From an optimization exercise on the open Yosys and OpenROAD flow, aimed at small area, a short achievable clock period and few clock cycles per item; shortcuts taken in it are not production practice.
The RTL of this run was laid out without a check of its function.
Power and IR drop assume default switching activity.

`flow/run.sh`:
```
#!/bin/bash
# synth_recipe.tcl (not shown) runs the flow's synth.tcl, then flattens the netlist and writes it again
# the make line also repeats each setting of config.mk as NAME=value (left out here)
make -C /OpenROAD-flow-scripts/flow DESIGN_CONFIG=/design/flow/config.mk WORK_HOME=/design/flow/orfs CLKGATE_MAP_FILE= SYNTH_SCRIPT=/design/flow/synth_recipe.tcl finish
```
`flow/config.mk`:
```
export PLATFORM = sky130hd
export DESIGN_NAME = alu_exec_ctrl
export DESIGN_NICKNAME = alu_exec_ctrl
export VERILOG_FILES = /design/flow/design.v
export SDC_FILE = /design/flow/constraint.sdc
export NUM_CORES = 4
export LEC_CHECK = 0
export CAP_MARGIN = 20
export CORE_MARGIN = 2
export CORE_UTILIZATION = 40
export PLACE_DENSITY = 0.6
export SETUP_SLACK_MARGIN = 4
export SLEW_MARGIN = 20
```
`flow/constraint.sdc`:
```
create_clock -name core_clock -period 10.0 [get_ports {clk}]
set_input_delay 2.0000 -clock core_clock [delete_from_list [all_inputs] [get_ports {clk}]]
set_output_delay 2.0000 -clock core_clock [all_outputs]
set_load 0.01 [all_outputs]
```
`flow/design.v`:
```
module alu_exec_ctrl #(
  parameter int MUL_LAT = 3
) (
  input  logic        clk,
  input  logic        rst_n,
  input  logic        instr_valid,
  output logic        instr_ready,
  input  logic [31:0] instr,
  output logic        busy,
  output logic        done,
  output logic        illegal,
  output logic [4:0]  wb_addr,
  output logic [15:0] wb_data,
  output logic [15:0] sgpr_out,
  input  logic [4:0]  dbg_addr,
  output logic [15:0] dbg_data
);
  logic [15:0] gpr [32];
  logic [31:0] gv;
  logic [15:0] sgpr;
  logic        s1_v;
  logic [31:0] ir;
  logic [4:0]  rs1, rs2;
  logic        imm;
  assign rs1 = ir[21:17];
  assign imm = ir[16];
  assign rs2 = ir[15:11];
  logic        s2_v, s2_we, s2_mul, s2_fa, s2_fb;
  logic [4:0]  s2_opc, s2_rd;
  logic        s2_imm;
  logic [15:0] ra, rb;
  logic        s3_v, s3_we;
  logic [4:0]  addr_a;
  logic [31:0] sel_a, sel_b;
  logic [15:0] rd_a, rd_b;
  logic        w3a, w3b;
  assign addr_a = s1_v ? rs1 : dbg_addr;
  assign sel_a  = (32'd1 << addr_a) & gv;
  assign sel_b  = (32'd1 << rs2) & gv;
  always_comb begin
    rd_a = '0;
    rd_b = '0;
    for (int i = 0; i < 32; i++) begin
      rd_a = rd_a | (gpr[i] & {16{sel_a[i]}});
      rd_b = rd_b | (gpr[i] & {16{sel_b[i]}});
    end
  end
  assign dbg_data = rd_a;
  assign sgpr_out = sgpr;
  assign w3a      = s3_v && s3_we && wb_addr == rs1;
  assign w3b      = s3_v && s3_we && wb_addr == rs2;
  always_ff @(posedge clk) begin
    ir     <= instr;
    s2_opc <= ir[31:27];
    s2_rd  <= ir[26:22];
    s2_imm <= imm;
    s2_we  <= ir[31:27] <= 5'd11;
    s2_mul <= ir[31:27] == 5'd4;
    s2_fa  <= s2_v && s2_we && s2_rd == rs1;
    s2_fb  <= !imm && s2_v && s2_we && s2_rd == rs2;
    ra     <= w3a ? wb_data : rd_a;
    rb     <= imm ? ir[15:0] : w3b ? wb_data : rd_b;
  end
  logic [15:0] a, b, alu;
  logic [31:0] prod;
  assign a = s2_fa ? wb_data : ra;
  assign b = s2_fb ? wb_data : rb;
  mul16 u_mul (.a(a), .b(b), .p(prod));
  always_comb begin
    case (s2_opc)
      5'd0:    alu = sgpr;
      5'd1:    alu = s2_imm ? b : a;
      5'd2:    alu = a + b;
      5'd3:    alu = a - b;
      5'd5:    alu = a | b;
      5'd6:    alu = a & b;
      5'd7:    alu = a ^ b;
      5'd8:    alu = ~(a ^ b);
      5'd9:    alu = ~(a & b);
      5'd10:   alu = ~(a | b);
      5'd11:   alu = ~(s2_imm ? b : a);
      default: alu = '0;
    endcase
  end
  always_ff @(posedge clk) begin
    s3_we   <= s2_we;
    illegal <= !s2_we;
    wb_addr <= s2_rd;
    wb_data <= s2_mul ? prod[15:0] : alu;
    if (s3_v && s3_we) gpr[wb_addr] <= wb_data;
  end
  always_ff @(posedge clk or negedge rst_n)
    if (!rst_n) begin
      s1_v <= 1'b0;
      s2_v <= 1'b0;
      s3_v <= 1'b0;
      sgpr <= '0;
      gv   <= '0;
    end else begin
      s1_v <= instr_valid;
      s2_v <= s1_v;
      s3_v <= s2_v;
      if (s2_v && s2_mul) sgpr <= prod[31:16];
      if (s3_v && s3_we) gv[wb_addr] <= 1'b1;
    end
  assign instr_ready = rst_n;
  assign busy = s1_v || s2_v || s3_v;
  assign done = s3_v;
endmodule
module mul16(input [15:0] a, input [15:0] b, output [31:0] p);
  wire pp0_0 = a[0] & b[0];
  wire pp0_1 = a[1] & b[0];
  wire pp0_2 = a[2] & b[0];
  wire pp0_3 = a[3] & b[0];
  wire pp0_4 = a[4] & b[0];
  wire pp0_5 = a[5] & b[0];
  wire pp0_6 = a[6] & b[0];
  wire pp0_7 = a[7] & b[0];
  wire pp0_8 = a[8] & b[0];
  wire pp0_9 = a[9] & b[0];
  wire pp0_10 = a[10] & b[0];
  wire pp0_11 = a[11] & b[0];
  wire pp0_12 = a[12] & b[0];
  wire pp0_13 = a[13] & b[0];
  wire pp0_14 = a[14] & b[0];
  wire pp0_15 = a[15] & b[0];
  wire pp1_0 = a[0] & b[1];
  wire pp1_1 = a[1] & b[1];
  wire pp1_2 = a[2] & b[1];
  wire pp1_3 = a[3] & b[1];
  wire pp1_4 = a[4] & b[1];
  wire pp1_5 = a[5] & b[1];
  wire pp1_6 = a[6] & b[1];
  wire pp1_7 = a[7] & b[1];
  wire pp1_8 = a[8] & b[1];
  wire pp1_9 = a[9] & b[1];
  wire pp1_10 = a[10] & b[1];
  wire pp1_11 = a[11] & b[1];
  wire pp1_12 = a[12] & b[1];
  wire pp1_13 = a[13] & b[1];
  wire pp1_14 = a[14] & b[1];
  wire pp1_15 = a[15] & b[1];
  wire pp2_0 = a[0] & b[2];
  wire pp2_1 = a[1] & b[2];
  wire pp2_2 = a[2] & b[2];
  wire pp2_3 = a[3] & b[2];
  wire pp2_4 = a[4] & b[2];
  wire pp2_5 = a[5] & b[2];
  wire pp2_6 = a[6] & b[2];
  wire pp2_7 = a[7] & b[2];
  wire pp2_8 = a[8] & b[2];
  wire pp2_9 = a[9] & b[2];
  wire pp2_10 = a[10] & b[2];
  wire pp2_11 = a[11] & b[2];
  wire pp2_12 = a[12] & b[2];
  wire pp2_13 = a[13] & b[2];
  wire pp2_14 = a[14] & b[2];
  wire pp2_15 = a[15] & b[2];
  wire pp3_0 = a[0] & b[3];
  wire pp3_1 = a[1] & b[3];
  wire pp3_2 = a[2] & b[3];
  wire pp3_3 = a[3] & b[3];
  wire pp3_4 = a[4] & b[3];
  wire pp3_5 = a[5] & b[3];
  wire pp3_6 = a[6] & b[3];
  wire pp3_7 = a[7] & b[3];
  wire pp3_8 = a[8] & b[3];
  wire pp3_9 = a[9] & b[3];
  wire pp3_10 = a[10] & b[3];
  wire pp3_11 = a[11] & b[3];
  wire pp3_12 = a[12] & b[3];
  wire pp3_13 = a[13] & b[3];
  wire pp3_14 = a[14] & b[3];
  wire pp3_15 = a[15] & b[3];
  wire pp4_0 = a[0] & b[4];
  wire pp4_1 = a[1] & b[4];
  wire pp4_2 = a[2] & b[4];
  wire pp4_3 = a[3] & b[4];
  wire pp4_4 = a[4] & b[4];
  wire pp4_5 = a[5] & b[4];
  wire pp4_6 = a[6] & b[4];
  wire pp4_7 = a[7] & b[4];
  wire pp4_8 = a[8] & b[4];
  wire pp4_9 = a[9] & b[4];
  wire pp4_10 = a[10] & b[4];
  wire pp4_11 = a[11] & b[4];
  wire pp4_12 = a[12] & b[4];
  wire pp4_13 = a[13] & b[4];
  wire pp4_14 = a[14] & b[4];
  wire pp4_15 = a[15] & b[4];
  wire pp5_0 = a[0] & b[5];
  wire pp5_1 = a[1] & b[5];
  wire pp5_2 = a[2] & b[5];
  wire pp5_3 = a[3] & b[5];
  wire pp5_4 = a[4] & b[5];
  wire pp5_5 = a[5] & b[5];
  wire pp5_6 = a[6] & b[5];
  wire pp5_7 = a[7] & b[5];
  wire pp5_8 = a[8] & b[5];
  wire pp5_9 = a[9] & b[5];
  wire pp5_10 = a[10] & b[5];
  wire pp5_11 = a[11] & b[5];
  wire pp5_12 = a[12] & b[5];
  wire pp5_13 = a[13] & b[5];
  wire pp5_14 = a[14] & b[5];
  wire pp5_15 = a[15] & b[5];
  wire pp6_0 = a[0] & b[6];
  wire pp6_1 = a[1] & b[6];
  wire pp6_2 = a[2] & b[6];
  wire pp6_3 = a[3] & b[6];
  wire pp6_4 = a[4] & b[6];
  wire pp6_5 = a[5] & b[6];
  wire pp6_6 = a[6] & b[6];
  wire pp6_7 = a[7] & b[6];
  wire pp6_8 = a[8] & b[6];
  wire pp6_9 = a[9] & b[6];
  wire pp6_10 = a[10] & b[6];
  wire pp6_11 = a[11] & b[6];
  wire pp6_12 = a[12] & b[6];
  wire pp6_13 = a[13] & b[6];
  wire pp6_14 = a[14] & b[6];
  wire pp6_15 = a[15] & b[6];
  wire pp7_0 = a[0] & b[7];
  wire pp7_1 = a[1] & b[7];
  wire pp7_2 = a[2] & b[7];
  wire pp7_3 = a[3] & b[7];
  wire pp7_4 = a[4] & b[7];
  wire pp7_5 = a[5] & b[7];
  wire pp7_6 = a[6] & b[7];
  wire pp7_7 = a[7] & b[7];
  wire pp7_8 = a[8] & b[7];
  wire pp7_9 = a[9] & b[7];
  wire pp7_10 = a[10] & b[7];
  wire pp7_11 = a[11] & b[7];
  wire pp7_12 = a[12] & b[7];
  wire pp7_13 = a[13] & b[7];
  wire pp7_14 = a[14] & b[7];
  wire pp7_15 = a[15] & b[7];
  wire pp8_0 = a[0] & b[8];
  wire pp8_1 = a[1] & b[8];
  wire pp8_2 = a[2] & b[8];
  wire pp8_3 = a[3] & b[8];
  wire pp8_4 = a[4] & b[8];
  wire pp8_5 = a[5] & b[8];
  wire pp8_6 = a[6] & b[8];
  wire pp8_7 = a[7] & b[8];
  wire pp8_8 = a[8] & b[8];
  wire pp8_9 = a[9] & b[8];
  wire pp8_10 = a[10] & b[8];
  wire pp8_11 = a[11] & b[8];
  wire pp8_12 = a[12] & b[8];
  wire pp8_13 = a[13] & b[8];
  wire pp8_14 = a[14] & b[8];
  wire pp8_15 = a[15] & b[8];
  wire pp9_0 = a[0] & b[9];
  wire pp9_1 = a[1] & b[9];
  wire pp9_2 = a[2] & b[9];
  wire pp9_3 = a[3] & b[9];
  wire pp9_4 = a[4] & b[9];
  wire pp9_5 = a[5] & b[9];
  wire pp9_6 = a[6] & b[9];
  wire pp9_7 = a[7] & b[9];
  wire pp9_8 = a[8] & b[9];
  wire pp9_9 = a[9] & b[9];
  wire pp9_10 = a[10] & b[9];
  wire pp9_11 = a[11] & b[9];
  wire pp9_12 = a[12] & b[9];
  wire pp9_13 = a[13] & b[9];
  wire pp9_14 = a[14] & b[9];
  wire pp9_15 = a[15] & b[9];
  wire pp10_0 = a[0] & b[10];
  wire pp10_1 = a[1] & b[10];
  wire pp10_2 = a[2] & b[10];
  wire pp10_3 = a[3] & b[10];
  wire pp10_4 = a[4] & b[10];
  wire pp10_5 = a[5] & b[10];
  wire pp10_6 = a[6] & b[10];
  wire pp10_7 = a[7] & b[10];
  wire pp10_8 = a[8] & b[10];
  wire pp10_9 = a[9] & b[10];
  wire pp10_10 = a[10] & b[10];
  wire pp10_11 = a[11] & b[10];
  wire pp10_12 = a[12] & b[10];
  wire pp10_13 = a[13] & b[10];
  wire pp10_14 = a[14] & b[10];
  wire pp10_15 = a[15] & b[10];
  wire pp11_0 = a[0] & b[11];
  wire pp11_1 = a[1] & b[11];
  wire pp11_2 = a[2] & b[11];
  wire pp11_3 = a[3] & b[11];
  wire pp11_4 = a[4] & b[11];
  wire pp11_5 = a[5] & b[11];
  wire pp11_6 = a[6] & b[11];
  wire pp11_7 = a[7] & b[11];
  wire pp11_8 = a[8] & b[11];
  wire pp11_9 = a[9] & b[11];
  wire pp11_10 = a[10] & b[11];
  wire pp11_11 = a[11] & b[11];
  wire pp11_12 = a[12] & b[11];
  wire pp11_13 = a[13] & b[11];
  wire pp11_14 = a[14] & b[11];
  wire pp11_15 = a[15] & b[11];
  wire pp12_0 = a[0] & b[12];
  wire pp12_1 = a[1] & b[12];
  wire pp12_2 = a[2] & b[12];
  wire pp12_3 = a[3] & b[12];
  wire pp12_4 = a[4] & b[12];
  wire pp12_5 = a[5] & b[12];
  wire pp12_6 = a[6] & b[12];
  wire pp12_7 = a[7] & b[12];
  wire pp12_8 = a[8] & b[12];
  wire pp12_9 = a[9] & b[12];
  wire pp12_10 = a[10] & b[12];
  wire pp12_11 = a[11] & b[12];
  wire pp12_12 = a[12] & b[12];
  wire pp12_13 = a[13] & b[12];
  wire pp12_14 = a[14] & b[12];
  wire pp12_15 = a[15] & b[12];
  wire pp13_0 = a[0] & b[13];
  wire pp13_1 = a[1] & b[13];
  wire pp13_2 = a[2] & b[13];
  wire pp13_3 = a[3] & b[13];
  wire pp13_4 = a[4] & b[13];
  wire pp13_5 = a[5] & b[13];
  wire pp13_6 = a[6] & b[13];
  wire pp13_7 = a[7] & b[13];
  wire pp13_8 = a[8] & b[13];
  wire pp13_9 = a[9] & b[13];
  wire pp13_10 = a[10] & b[13];
  wire pp13_11 = a[11] & b[13];
  wire pp13_12 = a[12] & b[13];
  wire pp13_13 = a[13] & b[13];
  wire pp13_14 = a[14] & b[13];
  wire pp13_15 = a[15] & b[13];
  wire pp14_0 = a[0] & b[14];
  wire pp14_1 = a[1] & b[14];
  wire pp14_2 = a[2] & b[14];
  wire pp14_3 = a[3] & b[14];
  wire pp14_4 = a[4] & b[14];
  wire pp14_5 = a[5] & b[14];
  wire pp14_6 = a[6] & b[14];
  wire pp14_7 = a[7] & b[14];
  wire pp14_8 = a[8] & b[14];
  wire pp14_9 = a[9] & b[14];
  wire pp14_10 = a[10] & b[14];
  wire pp14_11 = a[11] & b[14];
  wire pp14_12 = a[12] & b[14];
  wire pp14_13 = a[13] & b[14];
  wire pp14_14 = a[14] & b[14];
  wire pp14_15 = a[15] & b[14];
  wire pp15_0 = a[0] & b[15];
  wire pp15_1 = a[1] & b[15];
  wire pp15_2 = a[2] & b[15];
  wire pp15_3 = a[3] & b[15];
  wire pp15_4 = a[4] & b[15];
  wire pp15_5 = a[5] & b[15];
  wire pp15_6 = a[6] & b[15];
  wire pp15_7 = a[7] & b[15];
  wire pp15_8 = a[8] & b[15];
  wire pp15_9 = a[9] & b[15];
  wire pp15_10 = a[10] & b[15];
  wire pp15_11 = a[11] & b[15];
  wire pp15_12 = a[12] & b[15];
  wire pp15_13 = a[13] & b[15];
  wire pp15_14 = a[14] & b[15];
  wire pp15_15 = a[15] & b[15];
  wire s0 = pp0_13 ^ pp1_12;
  wire c0 = pp0_13 & pp1_12;
  wire s1 = pp0_14 ^ pp1_13 ^ pp2_12;
  wire c1 = (pp0_14 & pp1_13) | (pp0_14 & pp2_12) | (pp1_13 & pp2_12);
  wire s2 = pp3_11 ^ pp4_10;
  wire c2 = pp3_11 & pp4_10;
  wire s3 = pp0_15 ^ pp1_14 ^ pp2_13;
  wire c3 = (pp0_15 & pp1_14) | (pp0_15 & pp2_13) | (pp1_14 & pp2_13);
  wire s4 = pp3_12 ^ pp4_11 ^ pp5_10;
  wire c4 = (pp3_12 & pp4_11) | (pp3_12 & pp5_10) | (pp4_11 & pp5_10);
  wire s5 = pp6_9 ^ pp7_8;
  wire c5 = pp6_9 & pp7_8;
  wire s6 = pp1_15 ^ pp2_14 ^ pp3_13;
  wire c6 = (pp1_15 & pp2_14) | (pp1_15 & pp3_13) | (pp2_14 & pp3_13);
  wire s7 = pp4_12 ^ pp5_11 ^ pp6_10;
  wire c7 = (pp4_12 & pp5_11) | (pp4_12 & pp6_10) | (pp5_11 & pp6_10);
  wire s8 = pp7_9 ^ pp8_8;
  wire c8 = pp7_9 & pp8_8;
  wire s9 = pp2_15 ^ pp3_14 ^ pp4_13;
  wire c9 = (pp2_15 & pp3_14) | (pp2_15 & pp4_13) | (pp3_14 & pp4_13);
  wire s10 = pp5_12 ^ pp6_11 ^ pp7_10;
  wire c10 = (pp5_12 & pp6_11) | (pp5_12 & pp7_10) | (pp6_11 & pp7_10);
  wire s11 = pp3_15 ^ pp4_14 ^ pp5_13;
  wire c11 = (pp3_15 & pp4_14) | (pp3_15 & pp5_13) | (pp4_14 & pp5_13);
  wire s12 = pp0_9 ^ pp1_8;
  wire c12 = pp0_9 & pp1_8;
  wire s13 = pp0_10 ^ pp1_9 ^ pp2_8;
  wire c13 = (pp0_10 & pp1_9) | (pp0_10 & pp2_8) | (pp1_9 & pp2_8);
  wire s14 = pp3_7 ^ pp4_6;
  wire c14 = pp3_7 & pp4_6;
  wire s15 = pp0_11 ^ pp1_10 ^ pp2_9;
  wire c15 = (pp0_11 & pp1_10) | (pp0_11 & pp2_9) | (pp1_10 & pp2_9);
  wire s16 = pp3_8 ^ pp4_7 ^ pp5_6;
  wire c16 = (pp3_8 & pp4_7) | (pp3_8 & pp5_6) | (pp4_7 & pp5_6);
  wire s17 = pp6_5 ^ pp7_4;
  wire c17 = pp6_5 & pp7_4;
  wire s18 = pp0_12 ^ pp1_11 ^ pp2_10;
  wire c18 = (pp0_12 & pp1_11) | (pp0_12 & pp2_10) | (pp1_11 & pp2_10);
  wire s19 = pp3_9 ^ pp4_8 ^ pp5_7;
  wire c19 = (pp3_9 & pp4_8) | (pp3_9 & pp5_7) | (pp4_8 & pp5_7);
  wire s20 = pp6_6 ^ pp7_5 ^ pp8_4;
  wire c20 = (pp6_6 & pp7_5) | (pp6_6 & pp8_4) | (pp7_5 & pp8_4);
  wire s21 = pp9_3 ^ pp10_2;
  wire c21 = pp9_3 & pp10_2;
  wire s22 = pp2_11 ^ pp3_10 ^ pp4_9;
  wire c22 = (pp2_11 & pp3_10) | (pp2_11 & pp4_9) | (pp3_10 & pp4_9);
  wire s23 = pp5_8 ^ pp6_7 ^ pp7_6;
  wire c23 = (pp5_8 & pp6_7) | (pp5_8 & pp7_6) | (pp6_7 & pp7_6);
  wire s24 = pp8_5 ^ pp9_4 ^ pp10_3;
  wire c24 = (pp8_5 & pp9_4) | (pp8_5 & pp10_3) | (pp9_4 & pp10_3);
  wire s25 = pp11_2 ^ pp12_1 ^ pp13_0;
  wire c25 = (pp11_2 & pp12_1) | (pp11_2 & pp13_0) | (pp12_1 & pp13_0);
  wire s26 = pp5_9 ^ pp6_8 ^ pp7_7;
  wire c26 = (pp5_9 & pp6_8) | (pp5_9 & pp7_7) | (pp6_8 & pp7_7);
  wire s27 = pp8_6 ^ pp9_5 ^ pp10_4;
  wire c27 = (pp8_6 & pp9_5) | (pp8_6 & pp10_4) | (pp9_5 & pp10_4);
  wire s28 = pp11_3 ^ pp12_2 ^ pp13_1;
  wire c28 = (pp11_3 & pp12_2) | (pp11_3 & pp13_1) | (pp12_2 & pp13_1);
  wire s29 = pp14_0 ^ s1 ^ s2;
  wire c29 = (pp14_0 & s1) | (pp14_0 & s2) | (s1 & s2);
  wire s30 = pp8_7 ^ pp9_6 ^ pp10_5;
  wire c30 = (pp8_7 & pp9_6) | (pp8_7 & pp10_5) | (pp9_6 & pp10_5);
  wire s31 = pp11_4 ^ pp12_3 ^ pp13_2;
  wire c31 = (pp11_4 & pp12_3) | (pp11_4 & pp13_2) | (pp12_3 & pp13_2);
  wire s32 = pp14_1 ^ pp15_0 ^ s3;
  wire c32 = (pp14_1 & pp15_0) | (pp14_1 & s3) | (pp15_0 & s3);
  wire s33 = s4 ^ s5 ^ c1;
  wire c33 = (s4 & s5) | (s4 & c1) | (s5 & c1);
  wire s34 = pp9_7 ^ pp10_6 ^ pp11_5;
  wire c34 = (pp9_7 & pp10_6) | (pp9_7 & pp11_5) | (pp10_6 & pp11_5);
  wire s35 = pp12_4 ^ pp13_3 ^ pp14_2;
  wire c35 = (pp12_4 & pp13_3) | (pp12_4 & pp14_2) | (pp13_3 & pp14_2);
  wire s36 = pp15_1 ^ s6 ^ s7;
  wire c36 = (pp15_1 & s6) | (pp15_1 & s7) | (s6 & s7);
  wire s37 = s8 ^ c3 ^ c4;
  wire c37 = (s8 & c3) | (s8 & c4) | (c3 & c4);
  wire s38 = pp8_9 ^ pp9_8 ^ pp10_7;
  wire c38 = (pp8_9 & pp9_8) | (pp8_9 & pp10_7) | (pp9_8 & pp10_7);
  wire s39 = pp11_6 ^ pp12_5 ^ pp13_4;
  wire c39 = (pp11_6 & pp12_5) | (pp11_6 & pp13_4) | (pp12_5 & pp13_4);
  wire s40 = pp14_3 ^ pp15_2 ^ s9;
  wire c40 = (pp14_3 & pp15_2) | (pp14_3 & s9) | (pp15_2 & s9);
  wire s41 = s10 ^ c6 ^ c7;
  wire c41 = (s10 & c6) | (s10 & c7) | (c6 & c7);
  wire s42 = pp6_12 ^ pp7_11 ^ pp8_10;
  wire c42 = (pp6_12 & pp7_11) | (pp6_12 & pp8_10) | (pp7_11 & pp8_10);
  wire s43 = pp9_9 ^ pp10_8 ^ pp11_7;
  wire c43 = (pp9_9 & pp10_8) | (pp9_9 & pp11_7) | (pp10_8 & pp11_7);
  wire s44 = pp12_6 ^ pp13_5 ^ pp14_4;
  wire c44 = (pp12_6 & pp13_5) | (pp12_6 & pp14_4) | (pp13_5 & pp14_4);
  wire s45 = pp15_3 ^ s11 ^ c9;
  wire c45 = (pp15_3 & s11) | (pp15_3 & c9) | (s11 & c9);
  wire s46 = pp4_15 ^ pp5_14 ^ pp6_13;
  wire c46 = (pp4_15 & pp5_14) | (pp4_15 & pp6_13) | (pp5_14 & pp6_13);
  wire s47 = pp7_12 ^ pp8_11 ^ pp9_10;
  wire c47 = (pp7_12 & pp8_11) | (pp7_12 & pp9_10) | (pp8_11 & pp9_10);
  wire s48 = pp10_9 ^ pp11_8 ^ pp12_7;
  wire c48 = (pp10_9 & pp11_8) | (pp10_9 & pp12_7) | (pp11_8 & pp12_7);
  wire s49 = pp13_6 ^ pp14_5 ^ pp15_4;
  wire c49 = (pp13_6 & pp14_5) | (pp13_6 & pp15_4) | (pp14_5 & pp15_4);
  wire s50 = pp5_15 ^ pp6_14 ^ pp7_13;
  wire c50 = (pp5_15 & pp6_14) | (pp5_15 & pp7_13) | (pp6_14 & pp7_13);
  wire s51 = pp8_12 ^ pp9_11 ^ pp10_10;
  wire c51 = (pp8_12 & pp9_11) | (pp8_12 & pp10_10) | (pp9_11 & pp10_10);
  wire s52 = pp11_9 ^ pp12_8 ^ pp13_7;
  wire c52 = (pp11_9 & pp12_8) | (pp11_9 & pp13_7) | (pp12_8 & pp13_7);
  wire s53 = pp6_15 ^ pp7_14 ^ pp8_13;
  wire c53 = (pp6_15 & pp7_14) | (pp6_15 & pp8_13) | (pp7_14 & pp8_13);
  wire s54 = pp9_12 ^ pp10_11 ^ pp11_10;
  wire c54 = (pp9_12 & pp10_11) | (pp9_12 & pp11_10) | (pp10_11 & pp11_10);
  wire s55 = pp7_15 ^ pp8_14 ^ pp9_13;
  wire c55 = (pp7_15 & pp8_14) | (pp7_15 & pp9_13) | (pp8_14 & pp9_13);
  wire s56 = pp0_6 ^ pp1_5;
  wire c56 = pp0_6 & pp1_5;
  wire s57 = pp0_7 ^ pp1_6 ^ pp2_5;
  wire c57 = (pp0_7 & pp1_6) | (pp0_7 & pp2_5) | (pp1_6 & pp2_5);
  wire s58 = pp3_4 ^ pp4_3;
  wire c58 = pp3_4 & pp4_3;
  wire s59 = pp0_8 ^ pp1_7 ^ pp2_6;
  wire c59 = (pp0_8 & pp1_7) | (pp0_8 & pp2_6) | (pp1_7 & pp2_6);
  wire s60 = pp3_5 ^ pp4_4 ^ pp5_3;
  wire c60 = (pp3_5 & pp4_4) | (pp3_5 & pp5_3) | (pp4_4 & pp5_3);
  wire s61 = pp6_2 ^ pp7_1;
  wire c61 = pp6_2 & pp7_1;
  wire s62 = pp2_7 ^ pp3_6 ^ pp4_5;
  wire c62 = (pp2_7 & pp3_6) | (pp2_7 & pp4_5) | (pp3_6 & pp4_5);
  wire s63 = pp5_4 ^ pp6_3 ^ pp7_2;
  wire c63 = (pp5_4 & pp6_3) | (pp5_4 & pp7_2) | (pp6_3 & pp7_2);
  wire s64 = pp8_1 ^ pp9_0 ^ s12;
  wire c64 = (pp8_1 & pp9_0) | (pp8_1 & s12) | (pp9_0 & s12);
  wire s65 = pp5_5 ^ pp6_4 ^ pp7_3;
  wire c65 = (pp5_5 & pp6_4) | (pp5_5 & pp7_3) | (pp6_4 & pp7_3);
  wire s66 = pp8_2 ^ pp9_1 ^ pp10_0;
  wire c66 = (pp8_2 & pp9_1) | (pp8_2 & pp10_0) | (pp9_1 & pp10_0);
  wire s67 = s13 ^ s14 ^ c12;
  wire c67 = (s13 & s14) | (s13 & c12) | (s14 & c12);
  wire s68 = pp8_3 ^ pp9_2 ^ pp10_1;
  wire c68 = (pp8_3 & pp9_2) | (pp8_3 & pp10_1) | (pp9_2 & pp10_1);
  wire s69 = pp11_0 ^ s15 ^ s16;
  wire c69 = (pp11_0 & s15) | (pp11_0 & s16) | (s15 & s16);
  wire s70 = s17 ^ c13 ^ c14;
  wire c70 = (s17 & c13) | (s17 & c14) | (c13 & c14);
  wire s71 = pp11_1 ^ pp12_0 ^ s18;
  wire c71 = (pp11_1 & pp12_0) | (pp11_1 & s18) | (pp12_0 & s18);
  wire s72 = s19 ^ s20 ^ s21;
  wire c72 = (s19 & s20) | (s19 & s21) | (s20 & s21);
  wire s73 = c15 ^ c16 ^ c17;
  wire c73 = (c15 & c16) | (c15 & c17) | (c16 & c17);
  wire s74 = s0 ^ s22 ^ s23;
  wire c74 = (s0 & s22) | (s0 & s23) | (s22 & s23);
  wire s75 = s24 ^ s25 ^ c18;
  wire c75 = (s24 & s25) | (s24 & c18) | (s25 & c18);
  wire s76 = c19 ^ c20 ^ c21;
  wire c76 = (c19 & c20) | (c19 & c21) | (c20 & c21);
  wire s77 = c0 ^ s26 ^ s27;
  wire c77 = (c0 & s26) | (c0 & s27) | (s26 & s27);
  wire s78 = s28 ^ s29 ^ c22;
  wire c78 = (s28 & s29) | (s28 & c22) | (s29 & c22);
  wire s79 = c23 ^ c24 ^ c25;
  wire c79 = (c23 & c24) | (c23 & c25) | (c24 & c25);
  wire s80 = c2 ^ s30 ^ s31;
  wire c80 = (c2 & s30) | (c2 & s31) | (s30 & s31);
  wire s81 = s32 ^ s33 ^ c26;
  wire c81 = (s32 & s33) | (s32 & c26) | (s33 & c26);
  wire s82 = c27 ^ c28 ^ c29;
  wire c82 = (c27 & c28) | (c27 & c29) | (c28 & c29);
  wire s83 = c5 ^ s34 ^ s35;
  wire c83 = (c5 & s34) | (c5 & s35) | (s34 & s35);
  wire s84 = s36 ^ s37 ^ c30;
  wire c84 = (s36 & s37) | (s36 & c30) | (s37 & c30);
  wire s85 = c31 ^ c32 ^ c33;
  wire c85 = (c31 & c32) | (c31 & c33) | (c32 & c33);
  wire s86 = c8 ^ s38 ^ s39;
  wire c86 = (c8 & s38) | (c8 & s39) | (s38 & s39);
  wire s87 = s40 ^ s41 ^ c34;
  wire c87 = (s40 & s41) | (s40 & c34) | (s41 & c34);
  wire s88 = c35 ^ c36 ^ c37;
  wire c88 = (c35 & c36) | (c35 & c37) | (c36 & c37);
  wire s89 = c10 ^ s42 ^ s43;
  wire c89 = (c10 & s42) | (c10 & s43) | (s42 & s43);
  wire s90 = s44 ^ s45 ^ c38;
  wire c90 = (s44 & s45) | (s44 & c38) | (s45 & c38);
  wire s91 = c39 ^ c40 ^ c41;
  wire c91 = (c39 & c40) | (c39 & c41) | (c40 & c41);
  wire s92 = c11 ^ s46 ^ s47;
  wire c92 = (c11 & s46) | (c11 & s47) | (s46 & s47);
  wire s93 = s48 ^ s49 ^ c42;
  wire c93 = (s48 & s49) | (s48 & c42) | (s49 & c42);
  wire s94 = c43 ^ c44 ^ c45;
  wire c94 = (c43 & c44) | (c43 & c45) | (c44 & c45);
  wire s95 = pp14_6 ^ pp15_5 ^ s50;
  wire c95 = (pp14_6 & pp15_5) | (pp14_6 & s50) | (pp15_5 & s50);
  wire s96 = s51 ^ s52 ^ c46;
  wire c96 = (s51 & s52) | (s51 & c46) | (s52 & c46);
  wire s97 = c47 ^ c48 ^ c49;
  wire c97 = (c47 & c48) | (c47 & c49) | (c48 & c49);
  wire s98 = pp12_9 ^ pp13_8 ^ pp14_7;
  wire c98 = (pp12_9 & pp13_8) | (pp12_9 & pp14_7) | (pp13_8 & pp14_7);
  wire s99 = pp15_6 ^ s53 ^ s54;
  wire c99 = (pp15_6 & s53) | (pp15_6 & s54) | (s53 & s54);
  wire s100 = c50 ^ c51 ^ c52;
  wire c100 = (c50 & c51) | (c50 & c52) | (c51 & c52);
  wire s101 = pp10_12 ^ pp11_11 ^ pp12_10;
  wire c101 = (pp10_12 & pp11_11) | (pp10_12 & pp12_10) | (pp11_11 & pp12_10);
  wire s102 = pp13_9 ^ pp14_8 ^ pp15_7;
  wire c102 = (pp13_9 & pp14_8) | (pp13_9 & pp15_7) | (pp14_8 & pp15_7);
  wire s103 = s55 ^ c53 ^ c54;
  wire c103 = (s55 & c53) | (s55 & c54) | (c53 & c54);
  wire s104 = pp8_15 ^ pp9_14 ^ pp10_13;
  wire c104 = (pp8_15 & pp9_14) | (pp8_15 & pp10_13) | (pp9_14 & pp10_13);
  wire s105 = pp11_12 ^ pp12_11 ^ pp13_10;
  wire c105 = (pp11_12 & pp12_11) | (pp11_12 & pp13_10) | (pp12_11 & pp13_10);
  wire s106 = pp14_9 ^ pp15_8 ^ c55;
  wire c106 = (pp14_9 & pp15_8) | (pp14_9 & c55) | (pp15_8 & c55);
  wire s107 = pp9_15 ^ pp10_14 ^ pp11_13;
  wire c107 = (pp9_15 & pp10_14) | (pp9_15 & pp11_13) | (pp10_14 & pp11_13);
  wire s108 = pp12_12 ^ pp13_11 ^ pp14_10;
  wire c108 = (pp12_12 & pp13_11) | (pp12_12 & pp14_10) | (pp13_11 & pp14_10);
  wire s109 = pp10_15 ^ pp11_14 ^ pp12_13;
  wire c109 = (pp10_15 & pp11_14) | (pp10_15 & pp12_13) | (pp11_14 & pp12_13);
  wire s110 = pp0_4 ^ pp1_3;
  wire c110 = pp0_4 & pp1_3;
  wire s111 = pp0_5 ^ pp1_4 ^ pp2_3;
  wire c111 = (pp0_5 & pp1_4) | (pp0_5 & pp2_3) | (pp1_4 & pp2_3);
  wire s112 = pp3_2 ^ pp4_1;
  wire c112 = pp3_2 & pp4_1;
  wire s113 = pp2_4 ^ pp3_3 ^ pp4_2;
  wire c113 = (pp2_4 & pp3_3) | (pp2_4 & pp4_2) | (pp3_3 & pp4_2);
  wire s114 = pp5_1 ^ pp6_0 ^ s56;
  wire c114 = (pp5_1 & pp6_0) | (pp5_1 & s56) | (pp6_0 & s56);
  wire s115 = pp5_2 ^ pp6_1 ^ pp7_0;
  wire c115 = (pp5_2 & pp6_1) | (pp5_2 & pp7_0) | (pp6_1 & pp7_0);
  wire s116 = s57 ^ s58 ^ c56;
  wire c116 = (s57 & s58) | (s57 & c56) | (s58 & c56);
  wire s117 = pp8_0 ^ s59 ^ s60;
  wire c117 = (pp8_0 & s59) | (pp8_0 & s60) | (s59 & s60);
  wire s118 = s61 ^ c57 ^ c58;
  wire c118 = (s61 & c57) | (s61 & c58) | (c57 & c58);
  wire s119 = s62 ^ s63 ^ s64;
  wire c119 = (s62 & s63) | (s62 & s64) | (s63 & s64);
  wire s120 = c59 ^ c60 ^ c61;
  wire c120 = (c59 & c60) | (c59 & c61) | (c60 & c61);
  wire s121 = s65 ^ s66 ^ s67;
  wire c121 = (s65 & s66) | (s65 & s67) | (s66 & s67);
  wire s122 = c62 ^ c63 ^ c64;
  wire c122 = (c62 & c63) | (c62 & c64) | (c63 & c64);
  wire s123 = s68 ^ s69 ^ s70;
  wire c123 = (s68 & s69) | (s68 & s70) | (s69 & s70);
  wire s124 = c65 ^ c66 ^ c67;
  wire c124 = (c65 & c66) | (c65 & c67) | (c66 & c67);
  wire s125 = s71 ^ s72 ^ s73;
  wire c125 = (s71 & s72) | (s71 & s73) | (s72 & s73);
  wire s126 = c68 ^ c69 ^ c70;
  wire c126 = (c68 & c69) | (c68 & c70) | (c69 & c70);
  wire s127 = s74 ^ s75 ^ s76;
  wire c127 = (s74 & s75) | (s74 & s76) | (s75 & s76);
  wire s128 = c71 ^ c72 ^ c73;
  wire c128 = (c71 & c72) | (c71 & c73) | (c72 & c73);
  wire s129 = s77 ^ s78 ^ s79;
  wire c129 = (s77 & s78) | (s77 & s79) | (s78 & s79);
  wire s130 = c74 ^ c75 ^ c76;
  wire c130 = (c74 & c75) | (c74 & c76) | (c75 & c76);
  wire s131 = s80 ^ s81 ^ s82;
  wire c131 = (s80 & s81) | (s80 & s82) | (s81 & s82);
  wire s132 = c77 ^ c78 ^ c79;
  wire c132 = (c77 & c78) | (c77 & c79) | (c78 & c79);
  wire s133 = s83 ^ s84 ^ s85;
  wire c133 = (s83 & s84) | (s83 & s85) | (s84 & s85);
  wire s134 = c80 ^ c81 ^ c82;
  wire c134 = (c80 & c81) | (c80 & c82) | (c81 & c82);
  wire s135 = s86 ^ s87 ^ s88;
  wire c135 = (s86 & s87) | (s86 & s88) | (s87 & s88);
  wire s136 = c83 ^ c84 ^ c85;
  wire c136 = (c83 & c84) | (c83 & c85) | (c84 & c85);
  wire s137 = s89 ^ s90 ^ s91;
  wire c137 = (s89 & s90) | (s89 & s91) | (s90 & s91);
  wire s138 = c86 ^ c87 ^ c88;
  wire c138 = (c86 & c87) | (c86 & c88) | (c87 & c88);
  wire s139 = s92 ^ s93 ^ s94;
  wire c139 = (s92 & s93) | (s92 & s94) | (s93 & s94);
  wire s140 = c89 ^ c90 ^ c91;
  wire c140 = (c89 & c90) | (c89 & c91) | (c90 & c91);
  wire s141 = s95 ^ s96 ^ s97;
  wire c141 = (s95 & s96) | (s95 & s97) | (s96 & s97);
  wire s142 = c92 ^ c93 ^ c94;
  wire c142 = (c92 & c93) | (c92 & c94) | (c93 & c94);
  wire s143 = s98 ^ s99 ^ s100;
  wire c143 = (s98 & s99) | (s98 & s100) | (s99 & s100);
  wire s144 = c95 ^ c96 ^ c97;
  wire c144 = (c95 & c96) | (c95 & c97) | (c96 & c97);
  wire s145 = s101 ^ s102 ^ s103;
  wire c145 = (s101 & s102) | (s101 & s103) | (s102 & s103);
  wire s146 = c98 ^ c99 ^ c100;
  wire c146 = (c98 & c99) | (c98 & c100) | (c99 & c100);
  wire s147 = s104 ^ s105 ^ s106;
  wire c147 = (s104 & s105) | (s104 & s106) | (s105 & s106);
  wire s148 = c101 ^ c102 ^ c103;
  wire c148 = (c101 & c102) | (c101 & c103) | (c102 & c103);
  wire s149 = pp15_9 ^ s107 ^ s108;
  wire c149 = (pp15_9 & s107) | (pp15_9 & s108) | (s107 & s108);
  wire s150 = c104 ^ c105 ^ c106;
  wire c150 = (c104 & c105) | (c104 & c106) | (c105 & c106);
  wire s151 = pp13_12 ^ pp14_11 ^ pp15_10;
  wire c151 = (pp13_12 & pp14_11) | (pp13_12 & pp15_10) | (pp14_11 & pp15_10);
  wire s152 = s109 ^ c107 ^ c108;
  wire c152 = (s109 & c107) | (s109 & c108) | (c107 & c108);
  wire s153 = pp11_15 ^ pp12_14 ^ pp13_13;
  wire c153 = (pp11_15 & pp12_14) | (pp11_15 & pp13_13) | (pp12_14 & pp13_13);
  wire s154 = pp14_12 ^ pp15_11 ^ c109;
  wire c154 = (pp14_12 & pp15_11) | (pp14_12 & c109) | (pp15_11 & c109);
  wire s155 = pp12_15 ^ pp13_14 ^ pp14_13;
  wire c155 = (pp12_15 & pp13_14) | (pp12_15 & pp14_13) | (pp13_14 & pp14_13);
  wire s156 = pp0_3 ^ pp1_2;
  wire c156 = pp0_3 & pp1_2;
  wire s157 = pp2_2 ^ pp3_1 ^ pp4_0;
  wire c157 = (pp2_2 & pp3_1) | (pp2_2 & pp4_0) | (pp3_1 & pp4_0);
  wire s158 = pp5_0 ^ s111 ^ s112;
  wire c158 = (pp5_0 & s111) | (pp5_0 & s112) | (s111 & s112);
  wire s159 = s113 ^ s114 ^ c111;
  wire c159 = (s113 & s114) | (s113 & c111) | (s114 & c111);
  wire s160 = s115 ^ s116 ^ c113;
  wire c160 = (s115 & s116) | (s115 & c113) | (s116 & c113);
  wire s161 = s117 ^ s118 ^ c115;
  wire c161 = (s117 & s118) | (s117 & c115) | (s118 & c115);
  wire s162 = s119 ^ s120 ^ c117;
  wire c162 = (s119 & s120) | (s119 & c117) | (s120 & c117);
  wire s163 = s121 ^ s122 ^ c119;
  wire c163 = (s121 & s122) | (s121 & c119) | (s122 & c119);
  wire s164 = s123 ^ s124 ^ c121;
  wire c164 = (s123 & s124) | (s123 & c121) | (s124 & c121);
  wire s165 = s125 ^ s126 ^ c123;
  wire c165 = (s125 & s126) | (s125 & c123) | (s126 & c123);
  wire s166 = s127 ^ s128 ^ c125;
  wire c166 = (s127 & s128) | (s127 & c125) | (s128 & c125);
  wire s167 = s129 ^ s130 ^ c127;
  wire c167 = (s129 & s130) | (s129 & c127) | (s130 & c127);
  wire s168 = s131 ^ s132 ^ c129;
  wire c168 = (s131 & s132) | (s131 & c129) | (s132 & c129);
  wire s169 = s133 ^ s134 ^ c131;
  wire c169 = (s133 & s134) | (s133 & c131) | (s134 & c131);
  wire s170 = s135 ^ s136 ^ c133;
  wire c170 = (s135 & s136) | (s135 & c133) | (s136 & c133);
  wire s171 = s137 ^ s138 ^ c135;
  wire c171 = (s137 & s138) | (s137 & c135) | (s138 & c135);
  wire s172 = s139 ^ s140 ^ c137;
  wire c172 = (s139 & s140) | (s139 & c137) | (s140 & c137);
  wire s173 = s141 ^ s142 ^ c139;
  wire c173 = (s141 & s142) | (s141 & c139) | (s142 & c139);
  wire s174 = s143 ^ s144 ^ c141;
  wire c174 = (s143 & s144) | (s143 & c141) | (s144 & c141);
  wire s175 = s145 ^ s146 ^ c143;
  wire c175 = (s145 & s146) | (s145 & c143) | (s146 & c143);
  wire s176 = s147 ^ s148 ^ c145;
  wire c176 = (s147 & s148) | (s147 & c145) | (s148 & c145);
  wire s177 = s149 ^ s150 ^ c147;
  wire c177 = (s149 & s150) | (s149 & c147) | (s150 & c147);
  wire s178 = s151 ^ s152 ^ c149;
  wire c178 = (s151 & s152) | (s151 & c149) | (s152 & c149);
  wire s179 = s153 ^ s154 ^ c151;
  wire c179 = (s153 & s154) | (s153 & c151) | (s154 & c151);
  wire s180 = pp15_12 ^ s155 ^ c153;
  wire c180 = (pp15_12 & s155) | (pp15_12 & c153) | (s155 & c153);
  wire s181 = pp13_15 ^ pp14_14 ^ pp15_13;
  wire c181 = (pp13_15 & pp14_14) | (pp13_15 & pp15_13) | (pp14_14 & pp15_13);
  wire s182 = pp0_2 ^ pp1_1;
  wire c182 = pp0_2 & pp1_1;
  wire s183 = pp2_1 ^ pp3_0 ^ s156;
  wire c183 = (pp2_1 & pp3_0) | (pp2_1 & s156) | (pp3_0 & s156);
  wire s184 = s110 ^ s157 ^ c156;
  wire c184 = (s110 & s157) | (s110 & c156) | (s157 & c156);
  wire s185 = c110 ^ s158 ^ c157;
  wire c185 = (c110 & s158) | (c110 & c157) | (s158 & c157);
  wire s186 = c112 ^ s159 ^ c158;
  wire c186 = (c112 & s159) | (c112 & c158) | (s159 & c158);
  wire s187 = c114 ^ s160 ^ c159;
  wire c187 = (c114 & s160) | (c114 & c159) | (s160 & c159);
  wire s188 = c116 ^ s161 ^ c160;
  wire c188 = (c116 & s161) | (c116 & c160) | (s161 & c160);
  wire s189 = c118 ^ s162 ^ c161;
  wire c189 = (c118 & s162) | (c118 & c161) | (s162 & c161);
  wire s190 = c120 ^ s163 ^ c162;
  wire c190 = (c120 & s163) | (c120 & c162) | (s163 & c162);
  wire s191 = c122 ^ s164 ^ c163;
  wire c191 = (c122 & s164) | (c122 & c163) | (s164 & c163);
  wire s192 = c124 ^ s165 ^ c164;
  wire c192 = (c124 & s165) | (c124 & c164) | (s165 & c164);
  wire s193 = c126 ^ s166 ^ c165;
  wire c193 = (c126 & s166) | (c126 & c165) | (s166 & c165);
  wire s194 = c128 ^ s167 ^ c166;
  wire c194 = (c128 & s167) | (c128 & c166) | (s167 & c166);
  wire s195 = c130 ^ s168 ^ c167;
  wire c195 = (c130 & s168) | (c130 & c167) | (s168 & c167);
  wire s196 = c132 ^ s169 ^ c168;
  wire c196 = (c132 & s169) | (c132 & c168) | (s169 & c168);
  wire s197 = c134 ^ s170 ^ c169;
  wire c197 = (c134 & s170) | (c134 & c169) | (s170 & c169);
  wire s198 = c136 ^ s171 ^ c170;
  wire c198 = (c136 & s171) | (c136 & c170) | (s171 & c170);
  wire s199 = c138 ^ s172 ^ c171;
  wire c199 = (c138 & s172) | (c138 & c171) | (s172 & c171);
  wire s200 = c140 ^ s173 ^ c172;
  wire c200 = (c140 & s173) | (c140 & c172) | (s173 & c172);
  wire s201 = c142 ^ s174 ^ c173;
  wire c201 = (c142 & s174) | (c142 & c173) | (s174 & c173);
  wire s202 = c144 ^ s175 ^ c174;
  wire c202 = (c144 & s175) | (c144 & c174) | (s175 & c174);
  wire s203 = c146 ^ s176 ^ c175;
  wire c203 = (c146 & s176) | (c146 & c175) | (s176 & c175);
  wire s204 = c148 ^ s177 ^ c176;
  wire c204 = (c148 & s177) | (c148 & c176) | (s177 & c176);
  wire s205 = c150 ^ s178 ^ c177;
  wire c205 = (c150 & s178) | (c150 & c177) | (s178 & c177);
  wire s206 = c152 ^ s179 ^ c178;
  wire c206 = (c152 & s179) | (c152 & c178) | (s179 & c178);
  wire s207 = c154 ^ s180 ^ c179;
  wire c207 = (c154 & s180) | (c154 & c179) | (s180 & c179);
  wire s208 = c155 ^ s181 ^ c180;
  wire c208 = (c155 & s181) | (c155 & c180) | (s181 & c180);
  wire s209 = pp14_15 ^ pp15_14 ^ c181;
  wire c209 = (pp14_15 & pp15_14) | (pp14_15 & c181) | (pp15_14 & c181);
  wire [31:0] r0 = {1'b0, pp15_15, s209, s208, s207, s206, s205, s204, s203, s202, s201, s200, s199, s198, s197, s196, s195, s194, s193, s192, s191, s190, s189, s188, s187, s186, s185, s184, s183, pp2_0, pp0_1, pp0_0};
  wire [31:0] r1 = {1'b0, c209, c208, c207, c206, c205, c204, c203, c202, c201, c200, c199, c198, c197, c196, c195, c194, c193, c192, c191, c190, c189, c188, c187, c186, c185, c184, c183, c182, s182, pp1_0, 1'b0};
  assign p = r0 + r1;
endmodule
```
==> impl_metrics.prom <==
# TYPE chip_impl_metric gauge
chip_impl_info{name="run_status",value="timing/DRC/antenna clean"} 1
chip_impl_metric{name="cap_violations",unit=""} 0
chip_impl_metric{name="gp_congestion",unit=""} 0.982
chip_impl_info{name="root_cell_of_the_clock_tree",value="sky130_fd_sc_hd__clkbuf_16"} 1
chip_impl_metric{name="final_min_period_over_clock_period",unit="%"} 63.3
chip_impl_metric{name="power_switching_share",unit="%"} 32.1
chip_impl_metric{name="globalRoute.totalOverflow",unit=""} 0
chip_impl_metric{name="clock_power_share",unit="%"} 34.3
chip_impl_metric{name="ios",unit=""} 97
chip_impl_info{name="crit_slowest_cell",value="sky130_fd_sc_hd__or4_4"} 1
chip_impl_metric{name="postSynthAreaPerCell",unit="µm²"} 11.6
chip_impl_metric{name="avgViaCountPerCell",unit=""} 6.81
chip_impl_metric{name="synthesis.yosys.warnings",unit=""} 1
chip_impl_metric{name="routed-wl-met2",unit="µm"} 71800
chip_impl_metric{name="core.rowCount",unit=""} 111
chip_impl_metric{name="switching_power",unit="µW"} 2610
chip_impl_metric{name="grt_pass1_wl",unit="µm"} 245000
chip_impl_metric{name="floorplan.die.height",unit="µm"} 309
chip_impl_metric{name="finalWorstPathRequiredPeriod",unit="ps"} 6330
chip_impl_metric{name="setup_viol_count_final",unit=""} 0
chip_impl_metric{name="synth-seq-cells",unit=""} 665
chip_impl_metric{name="worst_ep_arrival_time",unit="ps"} 4330
chip_impl_metric{name="drt_pre_antenna_iters",unit=""} 15
chip_impl_metric{name="synthCells",unit=""} 3206
chip_impl_info{name="worstHoldPathType",value="reg2reg"} 1
chip_impl_metric{name="die-area",unit="µm²"} 95600
chip_impl_metric{name="gr-usage-all-layers",unit="%"} 37.0
chip_impl_metric{name="finalNonFillerCells",unit=""} 4888
chip_impl_metric{name="clk-insertion-delay-late",unit="ps"} 670
chip_impl_metric{name="drive_above_1_share",unit="%"} 25.0
chip_impl_metric{name="antenna_left",unit=""} 0
chip_impl_metric{name="ys_types",unit=""} 80
chip_impl_metric{name="detail_route.iter0.violations",unit=""} 6364
chip_impl_metric{name="p_leak",unit="µW"} 0.0178
chip_impl_metric{name="final_hold_viol_count",unit=""} 0
chip_impl_metric{name="cell_internal_pwr",unit="µW"} 5540
chip_impl_metric{name="skew",unit="ps"} 54.0
chip_impl_info{name="synth-main-ff-cell",value="sky130_fd_sc_hd__edfxtp_1"} 1
chip_impl_metric{name="synth.yosys.seq_area_share",unit="%"} 50.2
chip_impl_metric{name="fin_setup_tns",unit="ps"} 0
chip_impl_metric{name="synth-async-reset-ratio",unit="%"} 7.67
chip_impl_metric{name="syn-cell-area",unit="µm²"} 37300
chip_impl_metric{name="synth_top_area_share",unit="%"} 41.3
chip_impl_metric{name="antenna_found_initial",unit=""} 10
chip_impl_metric{name="starting_density_of_the_core",unit="%"} 40.5
chip_impl_metric{name="max_clock_freq",unit="MHz"} 158
chip_impl_metric{name="numCtsBuffers",unit=""} 74
chip_impl_metric{name="dpl.cell_count",unit=""} 4466
chip_impl_metric{name="timing_max_transition_violations_final",unit=""} 0
chip_impl_info{name="top_layer",value="met5"} 1
chip_impl_metric{name="slew-limit-headroom",unit="%"} 13.6
chip_impl_metric{name="vias",unit=""} 33300
chip_impl_metric{name="fillCellCount",unit=""} 7956
chip_impl_info{name="cts_tree",value="built"} 1
chip_impl_metric{name="cts_buffer_depth",unit=""} 3
chip_impl_metric{name="seqPwrFrac",unit="%"} 40.1
chip_impl_metric{name="synth_edf_count",unit=""} 512
chip_impl_info{name="critPathLaunchType",value="primary input"} 1
chip_impl_metric{name="path_max_fanout",unit=""} 6
chip_impl_metric{name="powerDensity",unit="nW/µm²"} 173
chip_impl_metric{name="hold_buffers",unit=""} 0
chip_impl_metric{name="grt_start_max_net_pins",unit=""} 52
chip_impl_info{name="rsz0062_at_grt",value="true"} 1
chip_impl_metric{name="cts.sinks",unit=""} 665
chip_impl_metric{name="clkTransAtPathRegs",unit="ps"} 60
chip_impl_metric{name="route.final.wire_length",unit="µm"} 180000
chip_impl_info{name="setup.worst_path.end_class",value="output pin"} 1
chip_impl_metric{name="power.share.combinational",unit="%"} 25.5
chip_impl_info{name="worst-setup-path-type",value="in2out"} 1
chip_impl_info{name="cp_cell_sequence",value="buf_8, nor3_4, a21oi_2, buf_4, buf_6, nor2_4, and3_4, buf_12, buf_8, a22o_1, a221oi_2, nand3_1, or4_4, buf_6"} 1
chip_impl_metric{name="worst_pin_slew",unit="ps"} 1280
chip_impl_metric{name="postSynthNetCount",unit=""} 3540
chip_impl_metric{name="peak_vdd_ir",unit="µV"} 156
chip_impl_metric{name="crit_path_max_incr_delay",unit="ps"} 540
chip_impl_info{name="synth_top_cells_by_area",value="sky130_fd_sc_hd__edfxtp_1 41%, sky130_fd_sc_hd__fa_1 11%, sky130_fd_sc_hd__a22oi_1 7.0%"} 1
chip_impl_metric{name="hpwlAfterDp",unit="µm"} 105000
chip_impl_metric{name="finish.net_count",unit=""} 3906
chip_impl_info{name="yosysTopAreaCell",value="sky130_fd_sc_hd__edfxtp_1"} 1
chip_impl_metric{name="io_buffer_count",unit=""} 96
chip_impl_metric{name="cts-htree-levels",unit=""} 3
chip_impl_metric{name="drcViolationCount",unit=""} 0
chip_impl_metric{name="wl_met3",unit="µm"} 29900
chip_impl_metric{name="grt_pass1_vias",unit=""} 31600
chip_impl_metric{name="worstPathRequired",unit="ps"} 8000
chip_impl_metric{name="wl_met1",unit="µm"} 61500
chip_impl_metric{name="final_core_utilization",unit="%"} 51.3
chip_impl_metric{name="die_width",unit="µm"} 309
chip_impl_metric{name="core",unit="µm²"} 91900
chip_impl_metric{name="syn2layout_area_growth",unit="%"} 26.6
chip_impl_metric{name="wl_per_cell",unit="µm"} 36.8
## layout by cell type, fill, tap and decap left out, types with 19 or more instances in the layout
cell type                         Yosys  routed
sky130_fd_sc_hd__clkbuf_16            0      77
sky130_fd_sc_hd__dfxtp_1            102      84
sky130_fd_sc_hd__o21ai_0             76      62
sky130_fd_sc_hd__edfxtp_1           512     512
sky130_fd_sc_hd__and3_4               0      27
sky130_fd_sc_hd__a22oi_1            349     329
sky130_fd_sc_hd__a21o_1              39      39
sky130_fd_sc_hd__and3_1              70      34
sky130_fd_sc_hd__buf_4                2     274
sky130_fd_sc_hd__xor2_1              32      31
sky130_fd_sc_hd__fa_1               197     178
sky130_fd_sc_hd__inv_1              231     207
sky130_fd_sc_hd__nand3_1             69      67
sky130_fd_sc_hd__fa_2                 0      19
sky130_fd_sc_hd__a22o_1              91      90
sky130_fd_sc_hd__a22oi_2              0      20
sky130_fd_sc_hd__nor2_2               1      35
sky130_fd_sc_hd__buf_12               0      55
sky130_fd_sc_hd__nor2_1             293     251
sky130_fd_sc_hd__buf_8                1      19
sky130_fd_sc_hd__nand4_1             94      94
sky130_fd_sc_hd__xnor2_1             44      42
sky130_fd_sc_hd__a221oi_2            17      48
sky130_fd_sc_hd__nand2_1            183     169
sky130_fd_sc_hd__dfrtp_1             51      51
sky130_fd_sc_hd__ha_1                97      79
sky130_fd_sc_hd__o21ai_1             12      22
sky130_fd_sc_hd__clkdlybuf4s50_1      0      74
sky130_fd_sc_hd__mux2i_1             48      28
sky130_fd_sc_hd__a21oi_1             85      77
sky130_fd_sc_hd__a221oi_1            67      34
sky130_fd_sc_hd__buf_6               15      71
## final timing paths
check	from	slack, ps	endpoint	depth (start not counted)
worst min-delay path	ir[22]$_DFF_P_	330	s2_rd[0]$_DFF_P_	0
max in group asynchronous	rst_n	7890	sgpr[0]$_DFFE_PN0P_	2
worst min register to register	ir[22]$_DFF_P_	330	s2_rd[0]$_DFF_P_	0
min in group asynchronous	rst_n	1540	s1_v$_DFF_PN0_	2
worst max register to register	s2_fb$_DFF_P_	3720	sgpr[13]$_DFFE_PN0P_	22
worst max-delay path	dbg_addr[2]	3670	dbg_data[6]	14
## cells by family after synthesis
| logic type | synth area share (%) |
|---|---|
| flip-flops | 50.2 |
| AO/OA/AOI/OAI | 16.6 |
| adder cells (fa/ha/maj) | 13.8 |
| multiplexers | 2.01 |
| AND/OR/NAND/NOR | 10.6 |
| XOR/XNOR | 1.79 |
| buffers and inverters | 5.06 |
## layout make-up
type / instances / area (µm²) / share of cell area, %
Clock inverter: 40 / 419 / 0.889
Tap cell: 1243 / 1560 / 3.30
Timing Repair Buffer: 501 / 5170 / 11.0
Antenna cell: 11 / 27.5 / 0.0584
Clock buffer: 98 / 2050 / 4.34
Sequential cell: 665 / 18700 / 39.7
Inverter: 241 / 993 / 2.11
Multi-Input combinational cell: 2089 / 18200 / 38.6
## power by group through the flow
stage / Clock, µW / Sequential [µW] / Combinational [µW]
6_report: 2800 / 3270 / 2080
5_1_grt: 2920 / 3270 / 2210
4_1_cts: 2810 / 3260 / 1880
3_5_place_dp: 0 / 3320 / 1580
3_3_place_gp: 0 / 3320 / 1570
2_1_floorplan: 0 / 3280 / 980
## through the flow
step                      total power (µW)  hold slack, ps  cell area (µm²)  setup WS [ps]
after global routing                  8400             339            47100           3580
final                                 8150             327            47200           3670
after floorplan                       4260             310            37600           3930
after detailed placement              4890             312            40200           1890
after CTS                             7940             327            46100           3730
after global placement                4890             314            40200           1980
## per-layer routing
layer	vias to the layer above	track usage (%)
met5	-	0.961
met4	14	25.1
met3	1064	17.1
met2	3396	51.7
met1	16100	45.5
li1	12700	-
## cells in the mapped netlist (12+ instances only)
master / count
sky130_fd_sc_hd__nor2_1: 293
sky130_fd_sc_hd__o21ai_1: 12
sky130_fd_sc_hd__xnor2_1: 44
sky130_fd_sc_hd__buf_6: 15
sky130_fd_sc_hd__mux2i_1: 48
sky130_fd_sc_hd__buf_2: 34
sky130_fd_sc_hd__a221oi_2: 17
sky130_fd_sc_hd__nor4_1: 18
sky130_fd_sc_hd__inv_1: 231
sky130_fd_sc_hd__nand2b_1: 13
sky130_fd_sc_hd__o21ai_0: 76
sky130_fd_sc_hd__a22oi_1: 349
sky130_fd_sc_hd__dfrtp_1: 51
sky130_fd_sc_hd__a21o_1: 39
sky130_fd_sc_hd__fa_1: 197
sky130_fd_sc_hd__ha_1: 97
sky130_fd_sc_hd__xor2_1: 32
sky130_fd_sc_hd__a22o_1: 91
sky130_fd_sc_hd__nor3_1: 20
sky130_fd_sc_hd__dfxtp_1: 102
sky130_fd_sc_hd__nand2_1: 183
sky130_fd_sc_hd__clkbuf_1: 158
sky130_fd_sc_hd__nand4_1: 94
sky130_fd_sc_hd__and3_1: 70
sky130_fd_sc_hd__edfxtp_1: 512
sky130_fd_sc_hd__a21oi_1: 85
sky130_fd_sc_hd__a221oi_1: 67
sky130_fd_sc_hd__nand3_1: 69
## repair_timing
action,4_1_cts,5_1_grt
setup endpoints to repair,38,32
pin swaps,125,93
gates resized for setup,445,116
buffers inserted,207,56
cloned,9,0
## worst max-delay path: cells and delay by family
kind                   cells  cell delay, ps
buffers and inverters      6             820
AO/OA/AOI/OAI              3             620
AND/OR/NAND/NOR            5             890
## registers in the layout (all words and copies together) (netlist names)
name     cells
s3_we        1
s2_fa        1
s2_opc       5
s3_v         1
s1_v         1
gv          32
wb_addr      5
sgpr        16
s2_rd        5
gpr        512
s2_mul       1
s2_fb        1
s2_imm       1
wb_data     16
s2_v         1
illegal      1
s2_we        1
ra          16
rb          16
ir          32

## separate check: timing with driven ports
The flow's constraints put no driver on any port. The routed layout listed below was extracted and timed again, unchanged, in two steps.
Step 1, drivers: a clkbuf_16 drives clk and a buf_2 each remaining input, both assumed.
Step 2 adds t to the input delays and takes it off the output delays; t is the mean of the earliest and latest rising clock arrival at the registers after step 1. Input paths then give back, and output paths get back, about the clock's delay inside the block.
a / b / c = no drivers / after step 1 / after step 2; a / b = the first two.
t (ns): 0.718
setup slack, ns: 3.671 / 3.597 / 3.597
worst data-port slew with drivers (ns): 0.07
After both steps this run still meets setup and hold. For this run, drivers alone change the setup slack by -0.074 ns; drivers and shift together by -0.074 ns.
